Background: an optimization exercise with open tools, aiming at small area. Do not read the settings as production practice.
Function was checked by simulation only, so behaviour that the tests miss may differ from the original.
No activity file was given, so power comes from the tool's default toggle rates.

**design/flow/config.mk**
```make
export PLATFORM = sky130hd
export DESIGN_NAME = snes_host_top
export DESIGN_NICKNAME = snes_host_top
export VERILOG_FILES = /design/flow/design.v
export SDC_FILE = /design/flow/constraint.sdc
export NUM_CORES = 4
export LEC_CHECK = 0
export CAP_MARGIN = 20
export CORE_MARGIN = 2
export CORE_UTILIZATION = 40
export SLEW_MARGIN = 20
```
**design/flow/constraint.sdc**
```tcl
create_clock -name core_clock -period 13.5 [get_ports {clk_74a}]
set_input_delay 2.7000 -clock core_clock [delete_from_list [all_inputs] [get_ports {clk_74a}]]
set_output_delay 2.7000 -clock core_clock [all_outputs]
set_load 0.01 [all_outputs]
```
**design/flow/design.v**
```verilog
package snes_host_pkg;
  localparam logic [31:0] addr_rom_size         = 32'h0000_0004;
  localparam logic [31:0] addr_rom_type         = 32'h0000_0008;
  localparam logic [31:0] addr_ram_size         = 32'h0000_000C;
  localparam logic [31:0] addr_pal              = 32'h0000_0010;
  localparam logic [31:0] addr_reset            = 32'h0000_0050;
  localparam logic [31:0] addr_cpu_turbo        = 32'h0000_0080;
  localparam logic [31:0] addr_gsu_turbo        = 32'h0000_0084;
  localparam logic [31:0] addr_multitap         = 32'h0000_0100;
  localparam logic [31:0] addr_lightgun         = 32'h0000_0104;
  localparam logic [31:0] addr_aim_speed        = 32'h0000_0108;
  localparam logic [31:0] addr_deadzone         = 32'h0000_010C;
  localparam logic [31:0] addr_square_pixels    = 32'h0000_0200;
  localparam logic [31:0] addr_blend            = 32'h0000_0204;
  localparam logic [31:0] addr_color_correction = 32'h0000_0208;
  localparam int reset_pulse_cycles = 32;
  localparam int reset_cnt_w        = 6;
  localparam int stick_center       = 128;
  localparam int corr_gain_r = 234;
  localparam int corr_gain_g = 258;
  localparam int corr_gain_b = 304;
  localparam int chan_max    = 255;
  typedef struct packed {
    logic        wr;
    logic [31:0] addr;
    logic [31:0] data;
  } bridge_wr_t;
  typedef struct packed {
    logic [7:0] rom_type;
    logic [3:0] rom_size;
    logic [3:0] ram_size;
    logic       pal;
  } cart_info_t;
  typedef struct packed {
    logic       cpu_turbo;
    logic       gsu_turbo;
    logic       multitap;
    logic       lightgun;
    logic       lightgun_type;
    logic       mouse;
    logic       blend;
    logic [7:0] aim_speed;
  } core_settings_t;
  typedef struct packed {
    logic       square_pixels;
    logic [7:0] color_correction;
  } video_settings_t;
  typedef struct packed {
    logic [15:0] keys;
    logic [7:0]  stick_x;
    logic [7:0]  stick_y;
  } pad_state_t;
  typedef struct packed {
    logic [7:0] r;
    logic [7:0] g;
    logic [7:0] b;
  } pixel_t;
  typedef struct packed {
    logic [8:0]  pad_hi;
    logic        tall_frame_n;
    logic        square_pixels;
    logic [12:0] pad_lo;
  } ctrl_word_t;
  typedef logic [23:0] video_word_u;
  typedef struct packed {
    logic        vs;
    logic        hs;
    logic        de;
    logic        tall_frame;
    video_word_u rgb;
  } video_in_t;
  typedef struct packed {
    logic        vs;
    logic        hs;
    logic        de;
    video_word_u word;
  } video_out_t;
endpackage
import snes_host_pkg::*;
module bridge_settings
(
  input  logic            clk_74a,
  input  logic            pll_core_locked,
  input  snes_host_pkg::bridge_wr_t      bridge_in,
  output snes_host_pkg::cart_info_t      cart_info,
  output snes_host_pkg::core_settings_t  core_settings,
  output snes_host_pkg::video_settings_t video_settings,
  output logic [7:0]      deadzone,
  output logic            core_reset
);
  logic [reset_cnt_w-1:0] reset_cnt;
  logic                   reset_hit;
  assign reset_hit = bridge_in.wr && (bridge_in.addr == addr_reset);
  always_ff @(posedge clk_74a or negedge pll_core_locked) begin
    if (!pll_core_locked) begin
      cart_info      <= '0;
      core_settings  <= '0;
      video_settings <= '0;
      deadzone       <= '0;
    end else if (bridge_in.wr) begin
      case (bridge_in.addr)
        addr_rom_size: begin
          cart_info.rom_size <= bridge_in.data[3:0];
        end
        addr_rom_type: begin
          cart_info.rom_type <= bridge_in.data[7:0];
        end
        addr_ram_size: begin
          cart_info.ram_size <= bridge_in.data[3:0];
        end
        addr_pal: begin
          cart_info.pal <= bridge_in.data[0];
        end
        addr_cpu_turbo: begin
          core_settings.cpu_turbo <= bridge_in.data[0];
        end
        addr_gsu_turbo: begin
          core_settings.gsu_turbo <= bridge_in.data[0];
        end
        addr_multitap: begin
          core_settings.multitap <= bridge_in.data[0];
        end
        addr_lightgun: begin
          core_settings.lightgun      <= bridge_in.data[0];
          core_settings.lightgun_type <= bridge_in.data[1];
          core_settings.mouse         <= bridge_in.data[2];
        end
        addr_aim_speed: begin
          core_settings.aim_speed <= bridge_in.data[7:0];
        end
        addr_deadzone: begin
          deadzone <= bridge_in.data[7:0];
        end
        addr_square_pixels: begin
          video_settings.square_pixels <= bridge_in.data[0];
        end
        addr_blend: begin
          core_settings.blend <= bridge_in.data[0];
        end
        addr_color_correction: begin
          video_settings.color_correction <= bridge_in.data[7:0];
        end
        default: begin
        end
      endcase
    end
  end
  always_ff @(posedge clk_74a or negedge pll_core_locked) begin
    if (!pll_core_locked) begin
      reset_cnt <= '0;
    end else if (reset_hit) begin
      reset_cnt <= reset_cnt_w'(reset_pulse_cycles);
    end else if (reset_cnt != '0) begin
      reset_cnt <= reset_cnt - 1'b1;
    end
  end
  assign core_reset = (reset_cnt != '0);
endmodule
import snes_host_pkg::*;
module stick_deadzone
(
  input  logic        clk_74a,
  input  logic        pll_core_locked,
  input  logic [15:0] cont1_key,
  input  logic [31:0] cont1_joy,
  input  logic [7:0]  deadzone,
  output snes_host_pkg::pad_state_t  pad_state
);
  logic [7:0] joy_x;
  logic [7:0] joy_y;
  logic [7:0] dist_x;
  logic [7:0] dist_y;
  logic [8:0] dist_sum;
  logic       outside;
  function automatic logic [7:0] axis_dist(input logic [7:0] axis);
    if (axis[7]) begin
      axis_dist = {1'b0, axis[6:0]};
    end else begin
      axis_dist = 8'd128 - {1'b0, axis[6:0]};
    end
  endfunction
  assign joy_x    = cont1_joy[7:0];
  assign joy_y    = cont1_joy[15:8];
  assign dist_x   = axis_dist(joy_x);
  assign dist_y   = axis_dist(joy_y);
  assign dist_sum = {1'b0, dist_x} + {1'b0, dist_y};
  assign outside  = dist_sum > {1'b0, deadzone};
  always_ff @(posedge clk_74a or negedge pll_core_locked) begin
    if (!pll_core_locked) begin
      pad_state.keys    <= '0;
      pad_state.stick_x <= 8'(stick_center);
      pad_state.stick_y <= 8'(stick_center);
    end else begin
      pad_state.keys    <= cont1_key;
      pad_state.stick_x <= outside ? joy_x : 8'(stick_center);
      pad_state.stick_y <= outside ? joy_y : 8'(stick_center);
    end
  end
endmodule
import snes_host_pkg::*;
module video_color_out
(
  input  logic            clk_74a,
  input  logic            pll_core_locked,
  input  snes_host_pkg::video_in_t       video_in,
  input  snes_host_pkg::video_settings_t video_settings,
  output snes_host_pkg::video_out_t      video_out
);
  logic        tall_latched;
  logic        de_q;
  logic        hs_q;
  logic        vs_q;
  logic [23:0] word_q;
  snes_host_pkg::pixel_t pix_word;
  snes_host_pkg::ctrl_word_t ctrl_word;
  snes_host_pkg::pixel_t pix_in;
  logic        line_end;
  function automatic logic [7:0] correct_chan(input logic [7:0] c,
                                              input logic [8:0] gain,
                                              input logic [7:0] k);
    logic [17:0] scaled;
    logic [17:0] mix;
    scaled = ({10'd0, c} * {9'd0, gain}) >> 8;
    mix    = {10'd0, c} * {10'd0, 8'd255 - k};
    mix    = (mix + scaled * {10'd0, k}) >> 8;
    if (mix > 18'(chan_max)) begin
      correct_chan = 8'(chan_max);
    end else begin
      correct_chan = mix[7:0];
    end
  endfunction
  assign pix_in = video_in.rgb;
  always_comb begin
    pix_word.r = correct_chan(pix_in.r, 9'(corr_gain_r),
                              video_settings.color_correction);
    pix_word.g = correct_chan(pix_in.g, 9'(corr_gain_g),
                              video_settings.color_correction);
    pix_word.b = correct_chan(pix_in.b, 9'(corr_gain_b),
                              video_settings.color_correction);
  end
  always_comb begin
    ctrl_word               = '0;
    ctrl_word.tall_frame_n  = ~tall_latched;
    ctrl_word.square_pixels = video_settings.square_pixels;
  end
  assign line_end = !video_in.de && de_q;
  always_ff @(posedge clk_74a or negedge pll_core_locked) begin
    if (!pll_core_locked) begin
      tall_latched <= 1'b0;
      de_q         <= 1'b0;
      hs_q         <= 1'b0;
      vs_q         <= 1'b0;
    end else begin
      de_q <= video_in.de;
      hs_q <= video_in.hs;
      vs_q <= video_in.vs;
      if (video_in.vs && !vs_q) begin
        tall_latched <= video_in.tall_frame;
      end
    end
  end
  always_ff @(posedge clk_74a) begin
    if (video_in.de) begin
      word_q <= pix_word;
    end else if (line_end) begin
      word_q <= ctrl_word;
    end
  end
  assign video_out = {vs_q, hs_q, de_q, word_q};
endmodule
import snes_host_pkg::*;
module snes_host_top
(
  input  logic           clk_74a,
  input  logic           pll_core_locked,
  input  logic [64:0]    bridge_in,
  input  logic [15:0]    cont1_key,
  input  logic [31:0]    cont1_joy,
  input  logic [27:0]    video_in,
  output logic [16:0]    cart_info,
  output logic [14:0]    core_settings,
  output logic           core_reset,
  output logic [31:0]    pad_state,
  output logic [26:0]    video_out
);
  snes_host_pkg::video_settings_t video_settings;
  logic [7:0]      deadzone;
  snes_host_pkg::bridge_wr_t      bridge_s;
  snes_host_pkg::video_in_t       video_in_s;
  snes_host_pkg::cart_info_t      cart_info_s;
  snes_host_pkg::core_settings_t  core_settings_s;
  snes_host_pkg::pad_state_t      pad_state_s;
  snes_host_pkg::video_out_t      video_out_s;
  assign bridge_s      = bridge_in;
  assign video_in_s    = video_in;
  assign cart_info     = cart_info_s;
  assign core_settings = core_settings_s;
  assign pad_state     = pad_state_s;
  assign video_out     = video_out_s;
  bridge_settings u_bridge_settings (
    .clk_74a        (clk_74a),
    .pll_core_locked(pll_core_locked),
    .bridge_in      (bridge_s),
    .cart_info      (cart_info_s),
    .core_settings  (core_settings_s),
    .video_settings (video_settings),
    .deadzone       (deadzone),
    .core_reset     (core_reset)
  );
  stick_deadzone u_stick_deadzone (
    .clk_74a        (clk_74a),
    .pll_core_locked(pll_core_locked),
    .cont1_key      (cont1_key),
    .cont1_joy      (cont1_joy),
    .deadzone       (deadzone),
    .pad_state      (pad_state_s)
  );
  video_color_out u_video_color_out (
    .clk_74a        (clk_74a),
    .pll_core_locked(pll_core_locked),
    .video_in       (video_in_s),
    .video_settings (video_settings),
    .video_out      (video_out_s)
  );
endmodule
```
**design/flow/run.sh**
```bash
#!/bin/bash
# synth_recipe.tcl (not shown) runs the flow's synth.tcl, then flattens the netlist and writes it again
# the make line also repeats each setting of config.mk as NAME=value (left out here)
make -C /OpenROAD-flow-scripts/flow DESIGN_CONFIG=/design/flow/config.mk WORK_HOME=/design/flow/orfs CLKGATE_MAP_FILE= SYNTH_SCRIPT=/design/flow/synth_recipe.tcl finish
```
==> out/qor.yml, run 1 <==
placed_design:
  io_buffers: 194
  placed_cell_area_mm2: 0.0227
  dp.cells: 2955
  place_hpwl_mm: 36.7
  pre_cts_ws_ns: 1.42
  gp_congestion: 0.848
global_routing:
  grt_pass1_vias: 16067
  antenna_found_initial: 0
  grt.total_usage_pct: 19.3
  grt_max_degree: 52
  grt_pass1_wl_mm: 80.7
  overflow: 0
yosys:
  syn_inst: 2133
  synthDistinctLibCells: 62
  synth_nets: 2851
  yosysWarnings: 3
  synth_edf_count: 24
  ys_seq_area_share_pct: 14.9
  ys_ff_latch: 115
  synth-async-reset-ratio_pct: 79.1
  avgSynthCellArea_um2: 9.41
  ys.flop_type: "dfrtp_1"
  synth_area_mm2: 0.0201
routing:
  drc_errors: 0
  dr.pass1.iters: 4
  vias_per_cell: 4.91
  post_drt_wl_per_cell_um: 15.8
  drt_wl_total_mm: 47.1
  drtIter0Drc: 496
  antenna_left: 0
  dr_total_vias: 14660
worst_setup_path:
  slowest_delay_ns: 0.74
  path_class: "in2reg"
  worstPathRequired_ns: 13.83
  crit_path_frequent_cell: "inv_1"
  critical_path.max_fanout: 8
  arrival_ns: 11.94
  slowest_stage: "clkdlybuf4s50_1"
  critPathCaptureType: "flip-flop"
  cp-start-kind: "primary input"
timing:
  maxSlewViolCount: 0
  rsz0062_at_grt: "false"
  finalSetupViolCount: 0
  setup_tns_ns: 0
  slew_headroom_pct: 44.3
  max_freq_mhz: 86.1
  fin_crit_ns: 11.61
  timing.final.crit_share_pct: 86.0
  finalWorstSetupSlack_ns: 1.89
  finalHoldViolations: 0
  skew_ns: 0.0202
  worstMarginPinSlew_ns: 0.832
clocking:
  root_buffer: "clkbuf_16"
  htreeDepth: 4
  cts.clk_slew.worst_paths_ns: 0.06
  cts_buffer_depth: 2
  clkLatencyLatePin_ns: 0.48
  cts-buffers-inserted: 17
  post_cts_buffers: 0
  cts_hold_repair.buffers: 0
  cts_tree: "built"
  clock_sinks: 115
  cts_resized: 0
pwr:
  peakVddDrop_mv: 0.117
  cellPowerDensity_mw_per_mm2: 157
  p_leak_nw: 11.6
final_layout:
  nNetsFinal: 3020
  final_cell_count_no_fill: 2987
  antenna-diode-count: 0
  final_cell_area_mm2: 0.0233
  layout-drive-gt1-share_pct: 4.84
  syn_to_final_growth_pct: 16.2
floorplan:
  core_area_mm2: 0.0499
  fp.dieW_um: 228
  start_util_pct: 40.3
  rows: 82
  fp.dieArea_mm2: 0.0520
  io_pins: 235
  die_y_um: 228
job:
  drv_cap: 0
run_status:
  status: "timing/DRC/antenna clean"
hold_path:
  hp-class: "reg2reg"
==> layout make-up <==
| cell class | instances | area, um^2 |
|---|---|---|
| repair buffers | 210 | 2060 |
| fillers | 4798 | 26500 |
| inverters | 431 | 1620 |
| clock inverters | 15 | 159 |
| clock buffers | 17 | 425 |
| multi-input cells | 1527 | 15200 |
| well taps | 672 | 841 |
| flip-flops and latches | 115 | 3000 |
==> worst paths after layout <==
kind / start / endpoint / slack (ns) / cells past startpoint
max: video_in[19] / u_video_color_out.word_q[16]$_SDFFCE_PN0P_ / 1.89 / 32
min: u_bridge_settings.video_settings[0]$_DFFE_PN0P_ / u_bridge_settings.video_settings[0]$_DFFE_PN0P_ / 0.51 / 1
max reg2reg: u_bridge_settings.video_settings[3]$_DFFE_PN0P_ / u_video_color_out.word_q[14]$_DFFE_PP_ / 4.74 / 26
min reg2reg: u_bridge_settings.video_settings[0]$_DFFE_PN0P_ / u_bridge_settings.video_settings[0]$_DFFE_PN0P_ / 0.51 / 1
max in group asynchronous: pll_core_locked / u_bridge_settings.video_settings[1]$_DFFE_PN0P_ / 10.12 / 2
min in group asynchronous: pll_core_locked / u_stick_deadzone.pad_state[12]$_DFF_PN0_ / 2.19 / 1
==> metrics by stage <==
step | utilization, % | total power, W | hold slack (ns)
finish | 46.8 | 0.00367 | 0.507
global route | 46.8 | 0.00413 | 0.526
CTS | 46.8 | 0.00372 | 0.508
detailed placement | 45.6 | 0.00320 | 0.493
global placement | 45.6 | 0.00316 | 0.488
floorplan | - | 0.00254 | 0.480
==> worst max-delay path: cells and delay by family <==
family	cells	cell delay, ns
XOR/XNOR	1	0.52
buffers and inverters	9	1.36
AND/OR/NAND/NOR	1	0.16
AO/OA/AOI/OAI	11	2.77
adder cells (fa/ha/maj)	10	4.43
==> sequential cells by signal (all words and copies together), names as in the netlist <==
signal / count
u_stick_deadzone.pad_state: 32
u_video_color_out.hs_q: 1
u_video_color_out.vs_q: 1
u_bridge_settings.video_settings: 9
u_video_color_out.de_q: 1
u_bridge_settings.core_settings: 15
u_video_color_out.tall_latched: 1
u_video_color_out.word_q: 24
u_bridge_settings.reset_cnt: 6
u_bridge_settings.deadzone: 8
u_bridge_settings.cart_info: 17
==> synthesized netlist by cell type (10+ instances only) <==
| cell type | count | area, um^2 |
|---|---|---|
| and3_1 | 15 | 93.8 |
| nor2b_1 | 93 | 582 |
| xnor2_1 | 54 | 473 |
| clkbuf_1 | 55 | 206 |
| xor2_1 | 34 | 298 |
| inv_1 | 429 | 1610 |
| nand2b_1 | 98 | 613 |
| o21ai_0 | 33 | 165 |
| a21oi_1 | 58 | 290 |
| nor2_1 | 102 | 383 |
| mux2_2 | 46 | 518 |
| edfxtp_1 | 24 | 721 |
| nor3_1 | 18 | 90.1 |
| nand3_1 | 15 | 75.1 |
| o21a_1 | 33 | 248 |
| nor4_1 | 10 | 62.6 |
| nand2_1 | 140 | 526 |
| ha_1 | 288 | 3600 |
| a21o_1 | 15 | 113 |
| and2_1 | 102 | 638 |
| fa_1 | 287 | 5750 |
| dfrtp_1 | 89 | 2230 |
==> power breakdown <==
group	leakage, nW	total [W]	internal, W	switching (W)
registers	1.43	0.000428	0.000418	0.00000978
clock network	0.280	0.000478	0.000261	0.000217
logic	9.88	0.00276	0.00120	0.00156
total	11.6	0.00367	0.00188	0.00179
==> per-layer routing <==
layer | up-vias | GRT usage (%) | share of wire (%)
li1 | 6991 | - | -
met1 | 7322 | 24.3 | 44
met2 | 306 | 33.0 | 48
met3 | 41 | 4.45 | 5.8
met4 | 0 | 5.82 | 1.6
met5 | - | 0 | 0
==> layout by cell type (no fill, tap or decap), drive strengths merged, types with 55 or more instances in the layout <==
master / n
nor2b: 93
nand2: 140
nand2b: 98
nor2: 102
inv: 439
a21oi: 58
clkdlybuf4s50: 193
ha: 288
xnor2: 55
fa: 287
and2: 102
dfrtp: 89
==> cells by family after synthesis <==
group | share of synthesized area (%)
AO/OA/AOI/OAI | 6.21
XOR/XNOR | 3.92
adder cells (fa/ha/maj) | 46.6
buffers and inverters | 9.26
flip-flops | 14.9
multiplexers | 2.89
AND/OR/NAND/NOR | 16.2
==> run 2, diff against run 1 <==
--- a/design/flow/design.v
+++ b/design/flow/design.v
@@ -211,39 +211,32 @@
   logic        hs_q;
   logic        vs_q;
   logic [23:0] word_q;
-  snes_host_pkg::pixel_t pix_word;
-  snes_host_pkg::ctrl_word_t ctrl_word;
-  snes_host_pkg::pixel_t pix_in;
-  logic        line_end;
-  function automatic logic [7:0] correct_chan(input logic [7:0] c,
-                                              input logic [8:0] gain,
-                                              input logic [7:0] k);
-    logic [17:0] scaled;
-    logic [17:0] mix;
-    scaled = ({10'd0, c} * {9'd0, gain}) >> 8;
-    mix    = {10'd0, c} * {10'd0, 8'd255 - k};
-    mix    = (mix + scaled * {10'd0, k}) >> 8;
-    if (mix > 18'(chan_max)) begin
-      correct_chan = 8'(chan_max);
-    end else begin
-      correct_chan = mix[7:0];
-    end
-  endfunction
-  assign pix_in = video_in.rgb;
-  always_comb begin
-    pix_word.r = correct_chan(pix_in.r, 9'(corr_gain_r),
-                              video_settings.color_correction);
-    pix_word.g = correct_chan(pix_in.g, 9'(corr_gain_g),
-                              video_settings.color_correction);
-    pix_word.b = correct_chan(pix_in.b, 9'(corr_gain_b),
-                              video_settings.color_correction);
-  end
-  always_comb begin
-    ctrl_word               = '0;
-    ctrl_word.tall_frame_n  = ~tall_latched;
-    ctrl_word.square_pixels = video_settings.square_pixels;
-  end
-  assign line_end = !video_in.de && de_q;
+  logic [7:0]  k;
+  logic [7:0]  cr, cg, cb;
+  logic [7:0]  out_r, out_g, out_b;
+  assign k  = video_settings.color_correction;
+  assign cr = video_in.rgb[23:16];
+  assign cg = video_in.rgb[15:8];
+  assign cb = video_in.rgb[7:0];
+  logic [12:0] e_r_sum;
+  logic [4:0]  e_r;
+  logic [12:0] p_r;
+  logic [12:0] t_r;
+  assign e_r_sum = {1'b0, cr, 4'd0} + {3'd0, cr, 2'd0} + {4'd0, cr, 1'b0} + 13'd255;
+  assign e_r     = e_r_sum[12:8];
+  assign p_r     = {5'd0, k} * {8'd0, e_r};
+  assign t_r     = {5'd0, cr} + p_r;
+  assign out_r   = cr - {3'd0, t_r[12:8]} - {7'd0, (t_r[7:0] != 8'd0)};
+  assign out_g = cg - {7'd0, (cg > (k & {8{cg[7]}}))};
+  logic [9:0]  d_b_sum;
+  logic [5:0]  d_b;
+  logic [16:0] p_b;
+  logic [16:0] t_b;
+  assign d_b_sum = {1'b0, cb, 1'b0} + {2'd0, cb};
+  assign d_b     = d_b_sum[9:4];
+  assign p_b     = {9'd0, k} * {11'd0, d_b};
+  assign t_b     = {1'b0, cb, 8'd0} - {9'd0, cb} + p_b;
+  assign out_b   = t_b[15:8] | {8{t_b[16]}};
   always_ff @(posedge clk_74a or negedge pll_core_locked) begin
     if (!pll_core_locked) begin
       tall_latched <= 1'b0;
@@ -261,9 +254,9 @@
   end
   always_ff @(posedge clk_74a) begin
     if (video_in.de) begin
-      word_q <= pix_word;
-    end else if (line_end) begin
-      word_q <= ctrl_word;
+      word_q <= {out_r, out_g, out_b};
+    end else if (de_q) begin
+      word_q <= {9'd0, ~tall_latched, video_settings.square_pixels, 13'd0};
     end
   end
   assign video_out = {vs_q, hs_q, de_q, word_q};
==> run 2 against run 1 <==
Compared with the run above:
- worst setup slack gained 0.62 ns
- still clean on timing, DRC and antenna
- final cell count shrank 48%
- first-iteration DRC count shrank 50%
- global-route usage shrank 0.19 points
- core utilization grew 5.0 points
- power shrank 69%
- maximum frequency grew 5.6%
- clock skew is essentially flat
==> out/qor.yml, run 2 <==
floorplan:
  fp.dieArea_mm2: 0.0265  # was 0.0520 mm^2
  die_y_um: 163  # was 228 um
  core_area_mm2: 0.0250  # was 0.0499 mm^2
  start_util_pct: 40.4  # was 40.3%
  rows: 58  # was 82
  fp.dieW_um: 163  # was 228 um
  io_pins: 235  # unchanged
worst_setup_path:
  critPathCaptureType: "flip-flop"  # unchanged
  arrival_ns: 11.27  # was 11.94 ns
  path_class: "in2reg"  # unchanged
  worstPathRequired_ns: 13.78  # was 13.83 ns
  critical_path.max_fanout: 8  # unchanged
  reg2regPathDepth: 23  # was 26
  slowest_delay_ns: 0.72  # was 0.74 ns
  cp-start-kind: "primary input"  # unchanged
  slowest_stage: "xnor2_1"  # was clkdlybuf4s50_1
global_routing:
  grt_pass1_wl_mm: 40.0  # was 80.7 mm
  grt_pass1_vias: 7986  # was 16,067
  antenna_found_initial: 0  # unchanged
  grt_max_degree: 58  # was 52
  overflow: 0  # unchanged
  grt.total_usage_pct: 19.1  # was 19.3%
timing:
  rsz0062_at_grt: "false"  # unchanged
  timing.final.crit_share_pct: 81.4  # was 86.0%
  maxSlewViolCount: 0  # unchanged
  worstMarginPinSlew_ns: 0.895  # was 0.832 ns
  slew_headroom_pct: 39.9  # was 44.3%
  setup_tns_ns: 0  # unchanged
  finalSetupViolCount: 0  # unchanged
  max_freq_mhz: 91.0  # was 86.1 MHz
  finalHoldViolations: 0  # unchanged
  fin_crit_ns: 10.99  # was 11.61 ns
  skew_ns: 0.0201  # was 0.0202 ns
yosys:
  synthDistinctLibCells: 62  # unchanged
  yosysTopAreaCell: "dfrtp_1"  # was fa_1
  synth-async-reset-ratio_pct: 79.1  # unchanged
  synth_area_mm2: 0.0101  # was 0.0201 mm^2
  ys_ff_latch: 115  # unchanged
  synth_nets: 1361  # was 2,851
  yosysWarnings: 3  # unchanged
  synth_common_cells: "156 x inv_1, 132 x ha_1, 89 x dfrtp_1"  # was 429 x inv_1, 288 x ha_1, 287 x fa_1
  avgSynthCellArea_um2: 9.83  # was 9.41 um^2
  synth_edf_count: 24  # unchanged
  synth_top_cells_by_area: "dfrtp_1 22%, ha_1 16%, fa_1 12%"  # was fa_1 29%, ha_1 18%, dfrtp_1 11%
  syn_inst: 1027  # was 2,133
  ys_seq_area_share_pct: 29.7  # was 14.9%
  yosysMostFrequentCell: "inv_1"  # unchanged
  synth_top_area_share_pct: 22.1  # was 28.6%
  ys.flop_type: "dfrtp_1"  # unchanged
job:
  drv_cap: 0  # unchanged
clocking:
  htreeDepth: 4  # unchanged
  cts-buffers-inserted: 17  # unchanged
  cts.clk_slew.worst_paths_ns: 0.06  # about the same
  cts_resized: 0  # unchanged
  root_buffer: "clkbuf_16"  # unchanged
  post_cts_buffers: 0  # unchanged
  cts_hold_repair.buffers: 0  # unchanged
  cts_tree: "built"  # unchanged
  clkLatencyLatePin_ns: 0.42  # was 0.48 ns
  cts_buffer_depth: 2  # unchanged
  clock_sinks: 115  # unchanged
hold_path:
  hold_depth: 1  # unchanged
  hp-class: "reg2reg"  # unchanged
pwr:
  p_leak_nw: 6.19  # was 11.6 nW
  cellPowerDensity_mw_per_mm2: 87.2  # was 157 mW/mm^2
  peakVddDrop_mv: 0.0733  # was 0.117 mV
  finalPower_w: 0.00113  # was 0.00367 W
routing:
  post_drt_wl_per_cell_um: 15.4  # was 15.8 um
  antenna_left: 0  # unchanged
  drt_wl_total_mm: 24.0  # was 47.1 mm
  vias_per_cell: 4.93  # was 4.91
  dr_total_vias: 7693  # was 14,660
  drtIter0Drc: 249  # was 496
  drc_errors: 0  # unchanged
  dr.pass1.iters: 4  # unchanged
final_layout:
  layout_commonest_cell: "clkdlybuf4s50_1"  # was inv_1
  layout-drive-gt1-share_pct: 8.13  # was 4.84%
  largest_register: "u_stick_deadzone.pad_state"  # unchanged
  antenna-diode-count: 0  # unchanged
  layout_common_cells: "193 x clkdlybuf4s50_1, 156 x inv_1, 132 x ha_1, 89 x dfrtp_1, 77 x nand2_1"  # was 429 x inv_1, 288 x ha_1, 287 x fa_1, 193 x clkdlybuf4s50_1, 140 x nand2_1
  nNetsFinal: 1551  # was 3,020
  syn_to_final_growth_pct: 27.9  # was 16.2%
  largest_register_ffs: 32  # unchanged
  fin_util_pct: 51.7  # was 46.8%
  reg_top3: "u_stick_deadzone.pad_state (32), u_video_color_out.word_q (24), u_bridge_settings.cart_info (17)"  # unchanged
placed_design:
  io_buffers: 194  # unchanged
  place_hpwl_mm: 19.3  # was 36.7 mm
  gp_congestion: 0.817  # was 0.848
run_status:
  status: "timing/DRC/antenna clean"  # unchanged
[run 2: cell types whose count changed in the layout (fill, tap and decap cells not counted), moves of 32 or more]
cell / delta
and2_1: -32
fa_1: -228
ha_1: -156
inv_1: -273
nand2_1: -63
nand2b_1: -86
nor2_1: -67
nor2b_1: -83
[run 2: worst paths after layout]
| kind | start | end | slack (ns) |
|---|---|---|---|
| setup / recovery | video_in[3] | u_video_color_out.word_q[3]$_SDFFCE_PN0P_ | 2.51 |
| hold / removal | u_bridge_settings.core_settings[6]$_DFFE_PN0P_ | u_bridge_settings.core_settings[6]$_DFFE_PN0P_ | 0.50 |
| setup reg to reg | u_bridge_settings.video_settings[1]$_DFFE_PN0P_ | u_video_color_out.word_q[3]$_SDFFCE_PN0P_ | 6.65 |
| hold reg to reg | u_bridge_settings.core_settings[6]$_DFFE_PN0P_ | u_bridge_settings.core_settings[6]$_DFFE_PN0P_ | 0.50 |
| max in group asynchronous | pll_core_locked | u_bridge_settings.core_settings[11]$_DFFE_PN0P_ | 10.16 |
| min in group asynchronous | pll_core_locked | u_video_color_out.de_q$_DFF_PN0_ | 2.23 |
[run 2: metrics by stage]
stage / hold slack (ns) / setup WS (ns) / cell area, um^2 / instances
final: 0.505 / 2.51 / 12900 / 1560
after global routing: 0.516 / 1.92 / 12900 / 1560
after CTS: 0.508 / 2.56 / 12900 / 1560
after detailed placement: 0.494 / 2.23 / 12400 / 1528
after global placement: 0.487 / 2.27 / 12400 / 1528
after floorplan: 0.479 / 3.67 / 10100 / 1027
[run 2: cell families (layout without fill, tap and decap cells)]
family / after synthesis / after routing / synth area share, %
multiplexers: 59 / 59 / 6.51
AO/OA/AOI/OAI: 139 / 139 / 8.84
XOR/XNOR: 55 / 55 / 4.77
AND/OR/NAND/NOR: 287 / 287 / 15.3
buffers and inverters: 181 / 384 / 6.84
flip-flops: 115 / 115 / 29.7
adder cells (fa/ha/maj): 191 / 191 / 28.1
[run 2: final cells by class]
type,instances,area [um^2]
fillers,2391,12000
clock buffers,18,429
repair buffers,196,1950
clock inverters,14,128
inverters,156,586
well taps,330,413
flip-flops and latches,115,3000
multi-input cells,731,6400
[run 2: layer usage]
layer	vias up	routed length [um]	global-route usage, %
met1	3649	10600	24.1
met4	0	173	4.59
met5	-	0	0
li1	3820	-	-
met3	10	1840	5.47
met2	214	11400	32.4
[run 2: worst max-delay path: cells and delay by family]
| family | cells | cell delay [ns] |
|---|---|---|
| AO/OA/AOI/OAI | 14 | 3.26 |
| adder cells (fa/ha/maj) | 7 | 2.80 |
| XOR/XNOR | 2 | 1.24 |
| buffers and inverters | 3 | 0.64 |
| AND/OR/NAND/NOR | 4 | 0.49 |
| multiplexers | 1 | 0.14 |
[run 2: power by group]
part / total, W / switching (W) / leakage (nW) / internal, W
logic: 0.000297 / 0.000155 / 4.47 / 0.000142
clock network: 0.000439 / 0.000184 / 0.277 / 0.000256
registers: 0.000389 / 0.00000636 / 1.44 / 0.000383

## separate check: timing with driven ports
No port has a modelled driver above. Below, the same layouts with a new extraction and two added sets of constraints.
Step 1, drivers: a clkbuf_16 drives clk_74a and a buf_2 each remaining input, both assumed.
Step 2, shift: input delay + t, output delay - t, t = (earliest + latest rising clock arrival at the registers) / 2. This alone moves slack from input paths to output paths.
Three values: ideal, step 1, step 2; two values: the first two.
run | shift t [ns] | setup WS [ns] | hold slack, ns | clock arrival spread, ns | worst data-port slew with drivers (ns)
run 1 | 0.530 | 1.892 / 1.921 / 1.391 | 0.507 / 0.507 / 0.507 | 0.020 / 0.021 | 0.06
run 2 | 0.458 | 2.512 / 2.534 / 2.076 | 0.505 / 0.505 / 0.505 | 0.021 / 0.021 | 0.10
After both steps setup and hold are still met in every run listed. The setup slack of run 1, which loses most, moves by +0.029 ns with the drivers and by -0.501 ns with both steps.
